What follows belongs to an exercise in optimizing a design on an open flow for small area, a short achievable clock period and few clock cycles; a production flow would make more cautious choices.
Power is estimated from default activity; no workload was simulated.

== run M ==
==> flow/design.v <==
`default_nettype none
package dlr_pkg;
  localparam int DEFAULT_FRAC_BITS   = 16;
  localparam int DEFAULT_COORD_BITS  = 14;
  localparam int DEFAULT_QUEUE_DEPTH = 4;
  localparam int CFG_W   = 13;
  localparam int IDX_W   = 24;
  localparam int COLOR_W = 32;
  localparam logic [CFG_W-1:0] RESET_SCREEN_WIDTH  = 13'd1280;
  localparam logic [CFG_W-1:0] RESET_SCREEN_HEIGHT = 13'd720;
  typedef enum logic {
    ACT_START   = 1'b0,
    ACT_ADVANCE = 1'b1
  } action_e;
  typedef enum logic {
    CFG_SCREEN_WIDTH  = 1'b0,
    CFG_SCREEN_HEIGHT = 1'b1
  } cfg_reg_e;
endpackage
`default_nettype wire
`default_nettype none
module dda_line_rasterizer #(
  parameter int FRAC_BITS   = dlr_pkg::DEFAULT_FRAC_BITS,
  parameter int COORD_BITS  = dlr_pkg::DEFAULT_COORD_BITS,
  parameter int QUEUE_DEPTH = dlr_pkg::DEFAULT_QUEUE_DEPTH
) (
  input  wire logic                         clk_i,
  input  wire logic                         rst_ni,
  input  wire logic                         cfg_we_i,
  input  wire logic                         cfg_index_i,
  input  wire logic [dlr_pkg::CFG_W-1:0]    cfg_wdata_i,
  input  wire logic                         in_valid_i,
  output      logic                         in_stall_o,
  input  wire logic                         action_i,
  input  wire logic signed [COORD_BITS-1:0] x_start_i,
  input  wire logic signed [COORD_BITS-1:0] y_start_i,
  input  wire logic signed [COORD_BITS-1:0] x_end_i,
  input  wire logic signed [COORD_BITS-1:0] y_end_i,
  input  wire logic [dlr_pkg::COLOR_W-1:0]  line_color_i,
  output      logic                         out_valid_o,
  input  wire logic                         out_stall_i,
  output      logic signed [COORD_BITS-1:0] pixel_x_o,
  output      logic signed [COORD_BITS-1:0] pixel_y_o,
  output      logic [dlr_pkg::IDX_W-1:0]    pixel_addr_o,
  output      logic [dlr_pkg::COLOR_W-1:0]  pixel_color_o,
  output      logic                         write_enable_o,
  output      logic                         last_pixel_o
);
  localparam int CRW     = 5;                        
  localparam int CR_STOP = (1 << CRW) - 3;           
  localparam int PH_RDY  = 19;                       
  logic [12:0] w_q, h_q;
  always_ff @(posedge clk_i or negedge rst_ni) begin
    if (!rst_ni) begin
      w_q <= dlr_pkg::RESET_SCREEN_WIDTH;
      h_q <= dlr_pkg::RESET_SCREEN_HEIGHT;
    end else if (cfg_we_i) begin
      if (cfg_index_i) h_q <= cfg_wdata_i;
      else             w_q <= cfg_wdata_i;
    end
  end
  logic            in_stall_q;
  logic            ir_v;                  
  logic            n_v;                   
  logic            a_act;                 
  logic            a_first;               
  logic [CRW-1:0]  cr_n, cr_a;            
  logic [4:0]      n_ph;                  
  logic signed [13:0] ir_xs, ir_ys, ir_xe, ir_ye;
  logic [31:0]        ir_col;
  logic signed [13:0] n_xs, n_ys;
  logic [31:0]        n_col;
  logic [14:0]        n_ra, n_rb;         
  logic               n_sx, n_sy, n_xmaj;
  logic [16:0]        n_q;                
  logic [27:0]        n_acc;              
  logic signed [13:0] a_x, a_y;           
  logic [23:0]        a_yw;               
  logic [15:0]        a_g;                
  logic               a_mv;               
  logic               a_tie;              
  logic [13:0]        a_cnt;              
  logic               a_lst;              
  logic [15:0]        a_qx;               
  logic               a_cin, a_neg, a_sx, a_sy, a_xmaj;
  logic acc_w, st_w, adv_w;
  assign in_stall_o = in_stall_q;
  assign acc_w = in_valid_i & ~in_stall_q;
  assign st_w  = acc_w & ~action_i;
  assign adv_w = acc_w & action_i;
  always_ff @(posedge clk_i) begin
    if (!ir_v) begin
      ir_xs  <= x_start_i;
      ir_ys  <= y_start_i;
      ir_xe  <= x_end_i;
      ir_ye  <= y_end_i;
      ir_col <= line_color_i;
    end
  end
  logic        n_rdy, ld;
  logic        n_neg;
  logic [15:0] n_qx;
  logic        n_cin;
  logic [14:0] dx_w, dy_w, rem2;
  logic        ge;
  logic        wbit_q;
  logic [14:0] mul_s;
  assign n_rdy = (n_ph == 5'(PH_RDY));
  assign mul_s = n_acc[27:13] + (wbit_q ? {n_ys[13], n_ys} : 15'd0);
  assign ld    = ir_v & ~n_v & ~(a_act & a_first);
  assign n_neg = n_xmaj ? n_sy : n_sx;
  assign n_qx  = n_q[16:1];
  assign n_cin = n_q[0];
  assign dx_w = {ir_xe[13], ir_xe} - {ir_xs[13], ir_xs};
  assign dy_w = {ir_ye[13], ir_ye} - {ir_ys[13], ir_ys};
  assign rem2 = {n_rb[13:0], 1'b0};
  logic [15:0] diff;
  assign diff = {1'b0, rem2} - {2'b00, n_ra[13:0]};
  assign ge   = ~diff[15];
  always_ff @(posedge clk_i) begin
    if (ld) begin
      n_ph  <= '0;
      n_xs  <= ir_xs;
      n_ys  <= ir_ys;
      n_col <= ir_col;
      n_ra  <= dx_w;
      n_rb  <= dy_w;
      n_acc <= '0;
      wbit_q <= w_q[0];
    end else begin
      if (!n_rdy) n_ph <= n_ph + 5'd1;
      if (n_ph <= 5'd12) begin
        n_acc <= {mul_s[14], mul_s, n_acc[12:1]};
      end
      wbit_q <= (n_ph <= 5'd11) ? w_q[4'(n_ph + 5'd1)] : 1'b0;
      if (n_ph == 5'd0) begin
        n_sx <= n_ra[14];
        n_sy <= n_rb[14];
        n_ra <= n_ra[14] ? -n_ra : n_ra;
        n_rb <= n_rb[14] ? -n_rb : n_rb;
      end else if (n_ph == 5'd1) begin
        n_xmaj <= (n_ra >= n_rb);
        n_ra   <= (n_ra >= n_rb) ? n_ra : n_rb;
        n_rb   <= (n_ra >= n_rb) ? n_rb : n_ra;
      end else if (!n_rdy) begin
        n_rb <= ge ? {1'b0, diff[13:0]} : rem2;
        n_q  <= {n_q[15:0], ge ^ n_neg};    
      end
    end
  end
  logic        b_free, a_emit, a_last, newer, aband, load_sel, a_en, xfer;
  logic [15:0] g_in, q_in;
  logic        c_in, neg_in;
  logic [17:0] gsum_x;
  logic [16:0] gsum;
  logic [24:0] yw_x;
  logic        r_le0, r_le1, r_neg, r_nxt_le0, tie_nxt;
  logic signed [13:0] a_min;
  logic [23:0] yw_plus;
  logic signed [13:0] x_out, y_out, minor_dec;
  logic        vis;
  logic [23:0] addr_w;
  logic signed [13:0] x_step, y_step;
  logic [23:0] yw_step;
  logic        y_moves;
  assign b_free   = ~out_valid_o | ~out_stall_i;
  assign a_last   = a_lst;
  assign newer    = n_v | ir_v;
  assign aband    = a_act & (cr_a == '0) & newer;
  assign a_emit   = a_act & (cr_a != '0) & b_free;
  assign load_sel = ~a_act | a_last;
  assign a_en     = a_emit | ~a_act;
  assign xfer     = a_en & load_sel & n_v & n_rdy;
  assign g_in   = load_sel ? 16'h8000 : a_g;
  assign q_in   = load_sel ? n_qx : a_qx;
  assign c_in   = load_sel ? n_cin : a_cin;
  assign neg_in = load_sel ? n_neg : a_neg;
  assign gsum_x = {1'b0, g_in, c_in} + {1'b0, q_in, c_in};
  assign gsum   = gsum_x[17:1];
  assign y_moves = a_xmaj ? a_mv : 1'b1;
  assign x_step  = a_x + {{13{(a_xmaj | a_mv) & a_sx}}, a_xmaj | a_mv};
  assign y_step  = a_y + {{13{y_moves & a_sy}}, y_moves};
  assign yw_x    = {a_yw, 1'b1} + {({11'd0, w_q} ^ {24{a_sy}}), a_sy};
  assign yw_plus = yw_x[24:1];
  assign yw_step = y_moves ? yw_plus : a_yw;
  assign a_min     = a_xmaj ? a_y : a_x;
  assign r_neg     = a_min[13];
  assign r_le0     = r_neg | (a_min == 14'sd0);
  assign r_le1     = r_le0 | (a_min == 14'sd1);
  assign r_nxt_le0 = a_mv ? (a_neg ? r_le1 : r_neg) : r_le0;
  assign tie_nxt   = (a_g == 16'd0) & r_nxt_le0;
  always_ff @(posedge clk_i) begin
    if (a_en) begin
      if (load_sel) begin
        a_x    <= n_xs;
        a_y    <= n_ys;
        a_yw   <= n_acc[23:0];
        a_tie  <= 1'b0;
        a_cnt  <= n_ra[13:0];
        a_lst  <= (n_ra[13:0] == 14'd0);
        a_qx   <= n_qx;
        a_cin  <= n_cin;
        a_neg  <= n_neg;
        a_sx   <= n_sx;
        a_sy   <= n_sy;
        a_xmaj <= n_xmaj;
      end else begin
        a_x    <= x_step;
        a_y    <= y_step;
        a_yw   <= yw_step;
        a_tie  <= tie_nxt;
        a_cnt  <= a_cnt - 14'd1;
        a_lst  <= (a_cnt == 14'd1);
      end
      a_g  <= gsum[15:0];
      a_mv <= gsum[16] ^ neg_in;
    end
  end
  assign minor_dec = a_min - 14'sd1;
  assign x_out = (a_tie & ~a_xmaj) ? minor_dec : a_x;
  assign y_out = (a_tie &  a_xmaj) ? minor_dec : a_y;
  assign vis   = ~a_tie & ~a_x[13] & ~a_y[13] &
                 (a_x[12:0] < w_q) & (a_y[12:0] < h_q);
  assign addr_w = vis ? (a_yw + {11'd0, a_x[12:0]}) : 24'd0;
  always_ff @(posedge clk_i) begin
    if (a_emit) begin
      pixel_x_o      <= x_out;
      pixel_y_o      <= y_out;
      pixel_addr_o   <= addr_w;
      write_enable_o <= vis;
      last_pixel_o   <= a_last;
      if (a_first) pixel_color_o <= n_col;
    end
  end
  logic            n_v_d, ir_v_d;
  logic [CRW-1:0]  cr_n_d, cr_a_d;
  logic            adv_n, adv_a;
  assign adv_n  = adv_w & n_v;
  assign adv_a  = adv_w & ~n_v & a_act;
  assign n_v_d  = (n_v & ~xfer) | ld;
  assign ir_v_d = (ir_v & ~ld) | st_w;
  logic [CRW-1:0]  cr_n_p1, cr_a_p1, cr_a_m1;
  assign cr_n_p1 = cr_n + CRW'(1);
  assign cr_a_p1 = cr_a + CRW'(1);
  assign cr_a_m1 = cr_a - CRW'(1);
  always_comb begin
    if (xfer)                  cr_a_d = adv_n ? cr_n_p1 : cr_n;
    else if ((a_en & load_sel) | aband) cr_a_d = '0;
    else if (adv_a & ~a_emit)  cr_a_d = cr_a_p1;
    else if (a_emit & ~adv_a)  cr_a_d = cr_a_m1;
    else                       cr_a_d = cr_a;
    cr_n_d = (xfer | ld) ? '0 : (adv_n ? cr_n_p1 : cr_n);
  end
  always_ff @(posedge clk_i or negedge rst_ni) begin
    if (!rst_ni) begin
      in_stall_q  <= 1'b0;
      ir_v        <= 1'b0;
      n_v         <= 1'b0;
      a_act       <= 1'b0;
      a_first     <= 1'b0;
      cr_n        <= '0;
      cr_a        <= '0;
      out_valid_o <= 1'b0;
    end else begin
      ir_v        <= ir_v_d;
      n_v         <= n_v_d;
      cr_n        <= cr_n_d;
      cr_a        <= cr_a_d;
      in_stall_q  <= ir_v_d | (n_v ? (cr_n >= CRW'(CR_STOP)) : (cr_a >= CRW'(CR_STOP)));
      out_valid_o <= a_emit | (out_valid_o & out_stall_i);
      if (a_en & load_sel) begin
        a_act   <= n_v & n_rdy;
        a_first <= 1'b1;
      end else if (aband) begin
        a_act   <= 1'b0;
      end else if (a_emit) begin
        a_first <= 1'b0;
      end
    end
  end
endmodule
`default_nettype wire
clock: 8.0 ns
lec_check: 0
cap_margin: 20
core_margin: 2
core_utilization: 40
cts_cluster_diameter: 120
cts_cluster_size: 24
setup_slack_margin: 5
slew_margin: 20
standard.sh (not shown) runs the stock make flow with config.mk's settings and CLKGATE_MAP_FILE= SYNTH_SCRIPT=/design/flow/synth_recipe.tcl, a recipe that flattens the netlist after the stock synthesis.
==> flow/flow/run.sh <==
#!/bin/bash
# Standard layout, with the port buffers chosen explicitly.
export BUFFER_PORTS_ARGS="-buffer_cell sky130_fd_sc_hd__buf_1"
bash standard.sh > standard.log 2>&1
Run M | status: complete | timing, DRC, antenna: pass
## Diff of input files: run P against run M
--- a/flow/design.v
+++ b/flow/design.v
@@ -111,14 +111,15 @@
   assign n_neg = n_xmaj ? n_sy : n_sx;
   assign n_qx  = n_q[16:1];
   assign n_cin = n_q[0];
   assign dx_w = {ir_xe[13], ir_xe} - {ir_xs[13], ir_xs};
   assign dy_w = {ir_ye[13], ir_ye} - {ir_ys[13], ir_ys};
-  assign rem2 = {n_rb[13:0], 1'b0};
-  logic [15:0] diff;
-  assign diff = {1'b0, rem2} - {2'b00, n_ra[13:0]};
-  assign ge   = ~diff[15];
+  logic [16:0] nr_x;
+  assign nr_x = {n_rb[14:0], 1'b0, 1'b1} +
+                {({2'b00, n_ra[13:0]} ^ {16{~n_rb[14]}}), ~n_rb[14]};
+  assign rem2 = nr_x[15:1];
+  assign ge   = ~nr_x[16];
   always_ff @(posedge clk_i) begin
     if (ld) begin
       n_ph  <= '0;
       n_xs  <= ir_xs;
       n_ys  <= ir_ys;
@@ -134,28 +135,31 @@
       end
       wbit_q <= (n_ph <= 5'd11) ? w_q[4'(n_ph + 5'd1)] : 1'b0;
       if (n_ph == 5'd0) begin
         n_sx <= n_ra[14];
         n_sy <= n_rb[14];
-        n_ra <= n_ra[14] ? -n_ra : n_ra;
-        n_rb <= n_rb[14] ? -n_rb : n_rb;
+        n_ra <= (n_ra ^ {15{n_ra[14]}}) + 15'(n_ra[14]);
+        n_rb <= (n_rb ^ {15{n_rb[14]}}) + 15'(n_rb[14]);
       end else if (n_ph == 5'd1) begin
         n_xmaj <= (n_ra >= n_rb);
         n_ra   <= (n_ra >= n_rb) ? n_ra : n_rb;
         n_rb   <= (n_ra >= n_rb) ? n_rb : n_ra;
       end else if (!n_rdy) begin
-        n_rb <= ge ? {1'b0, diff[13:0]} : rem2;
+        n_rb <= rem2;
         n_q  <= {n_q[15:0], ge ^ n_neg};    
       end
     end
   end
   logic        b_free, a_emit, a_last, newer, aband, load_sel, a_en, xfer;
-  logic [15:0] g_in, q_in;
-  logic        c_in, neg_in;
   logic [17:0] gsum_x;
   logic [16:0] gsum;
-  logic [24:0] yw_x;
+  logic [16:0] g1_x;
+  logic [15:0] g1;
+  logic        c1;
+  logic [14:0] yw_lo;
+  logic [13:0] ad_lo;
+  logic [10:0] yw_hi_inc, yw_hi_dec, yw_hi_nx;
   logic        r_le0, r_le1, r_neg, r_nxt_le0, tie_nxt;
   logic signed [13:0] a_min;
   logic [23:0] yw_plus;
   logic signed [13:0] x_out, y_out, minor_dec;
   logic        vis;
@@ -169,21 +173,23 @@
   assign aband    = a_act & (cr_a == '0) & newer;
   assign a_emit   = a_act & (cr_a != '0) & b_free;
   assign load_sel = ~a_act | a_last;
   assign a_en     = a_emit | ~a_act;
   assign xfer     = a_en & load_sel & n_v & n_rdy;
-  assign g_in   = load_sel ? 16'h8000 : a_g;
-  assign q_in   = load_sel ? n_qx : a_qx;
-  assign c_in   = load_sel ? n_cin : a_cin;
-  assign neg_in = load_sel ? n_neg : a_neg;
-  assign gsum_x = {1'b0, g_in, c_in} + {1'b0, q_in, c_in};
+  assign g1_x = {1'b0, ~n_qx[15], n_qx[14:0]} + 17'(n_cin);
+  assign g1   = g1_x[15:0];
+  assign c1   = n_qx[15] | g1_x[16];
+  assign gsum_x = {1'b0, a_g, a_cin} + {1'b0, a_qx, a_cin};
   assign gsum   = gsum_x[17:1];
   assign y_moves = a_xmaj ? a_mv : 1'b1;
-  assign x_step  = a_x + {{13{(a_xmaj | a_mv) & a_sx}}, a_xmaj | a_mv};
-  assign y_step  = a_y + {{13{y_moves & a_sy}}, y_moves};
-  assign yw_x    = {a_yw, 1'b1} + {({11'd0, w_q} ^ {24{a_sy}}), a_sy};
-  assign yw_plus = yw_x[24:1];
+  assign x_step  = (a_xmaj | a_mv) ? (a_sx ? a_x - 14'sd1 : a_x + 14'sd1) : a_x;
+  assign y_step  = y_moves ? (a_sy ? a_y - 14'sd1 : a_y + 14'sd1) : a_y;
+  assign yw_hi_inc = a_yw[23:13] + 11'd1;
+  assign yw_hi_dec = a_yw[23:13] - 11'd1;
+  assign yw_lo     = {1'b0, a_yw[12:0], 1'b1} + {1'b0, w_q ^ {13{a_sy}}, a_sy};
+  assign yw_hi_nx  = (yw_lo[14] ^ a_sy) ? (a_sy ? yw_hi_dec : yw_hi_inc) : a_yw[23:13];
+  assign yw_plus   = {yw_hi_nx, yw_lo[13:1]};
   assign yw_step = y_moves ? yw_plus : a_yw;
   assign a_min     = a_xmaj ? a_y : a_x;
   assign r_neg     = a_min[13];
   assign r_le0     = r_neg | (a_min == 14'sd0);
   assign r_le1     = r_le0 | (a_min == 14'sd1);
@@ -210,20 +216,21 @@
         a_yw   <= yw_step;
         a_tie  <= tie_nxt;
         a_cnt  <= a_cnt - 14'd1;
         a_lst  <= (a_cnt == 14'd1);
       end
-      a_g  <= gsum[15:0];
-      a_mv <= gsum[16] ^ neg_in;
+      a_g  <= load_sel ? g1 : gsum[15:0];
+      a_mv <= load_sel ? (c1 ^ n_neg) : (gsum[16] ^ a_neg);
     end
   end
   assign minor_dec = a_min - 14'sd1;
   assign x_out = (a_tie & ~a_xmaj) ? minor_dec : a_x;
   assign y_out = (a_tie &  a_xmaj) ? minor_dec : a_y;
   assign vis   = ~a_tie & ~a_x[13] & ~a_y[13] &
                  (a_x[12:0] < w_q) & (a_y[12:0] < h_q);
-  assign addr_w = vis ? (a_yw + {11'd0, a_x[12:0]}) : 24'd0;
+  assign ad_lo  = {1'b0, a_yw[12:0]} + {1'b0, a_x[12:0]};
+  assign addr_w = vis ? {(ad_lo[13] ? yw_hi_inc : a_yw[23:13]), ad_lo[12:0]} : 24'd0;
   always_ff @(posedge clk_i) begin
     if (a_emit) begin
       pixel_x_o      <= x_out;
       pixel_y_o      <= y_out;
       pixel_addr_o   <= addr_w;
--- outcome ---
Compared with run M, in run P sequential power moved down; register area held steady; number of nets in the layout has increased; fraction of met1 tracks used by global routing lower.
Row number of tap cells inserted: run P higher / run M lower
[compare] base=run M new=run P: count of plain and timing-repair buffers in the layout -26%, post-synthesis xor/xnor area fraction rose 0.57 points, area fraction of clock buffers and clock inverters stayed essentially flat.
No functional check of the RTL was part of any run of this note.

==> afterwards: timing with drivers on the ports <==
In the flow no input, the clock included, has a driving cell. The finished layouts below were timed again as built, in two steps.
Step 1: set_driving_cell puts a clkbuf_16 on clk_i and a buf_2 on each other input, an assumption about the parent block.
Step 2 adds t to the input delays and takes it off the output delays; t is the mean of the earliest and latest rising clock arrival at the registers after step 1. Input paths then give back, and output paths get back, about the clock's delay inside the block.
Slacks: no drivers / after step 1 / after step 2; pairs: no drivers / after step 1.
run	shift t [ns]	slack for setup (ns)	worst setup path after step 2	latest minus earliest clock arrival (ns)	cell pins on the clock port's net
run M	0.631	4.820 / 4.820 / 4.472	input to register	0.037 / 0.037	1
run P	0.641	5.043 / 5.074 / 4.433	input to register	0.042 / 0.043	1
After both steps setup and hold are still met in every run listed. The setup slack of run P, which loses most, moves by +0.031 ns with the drivers and by -0.610 ns with both steps.
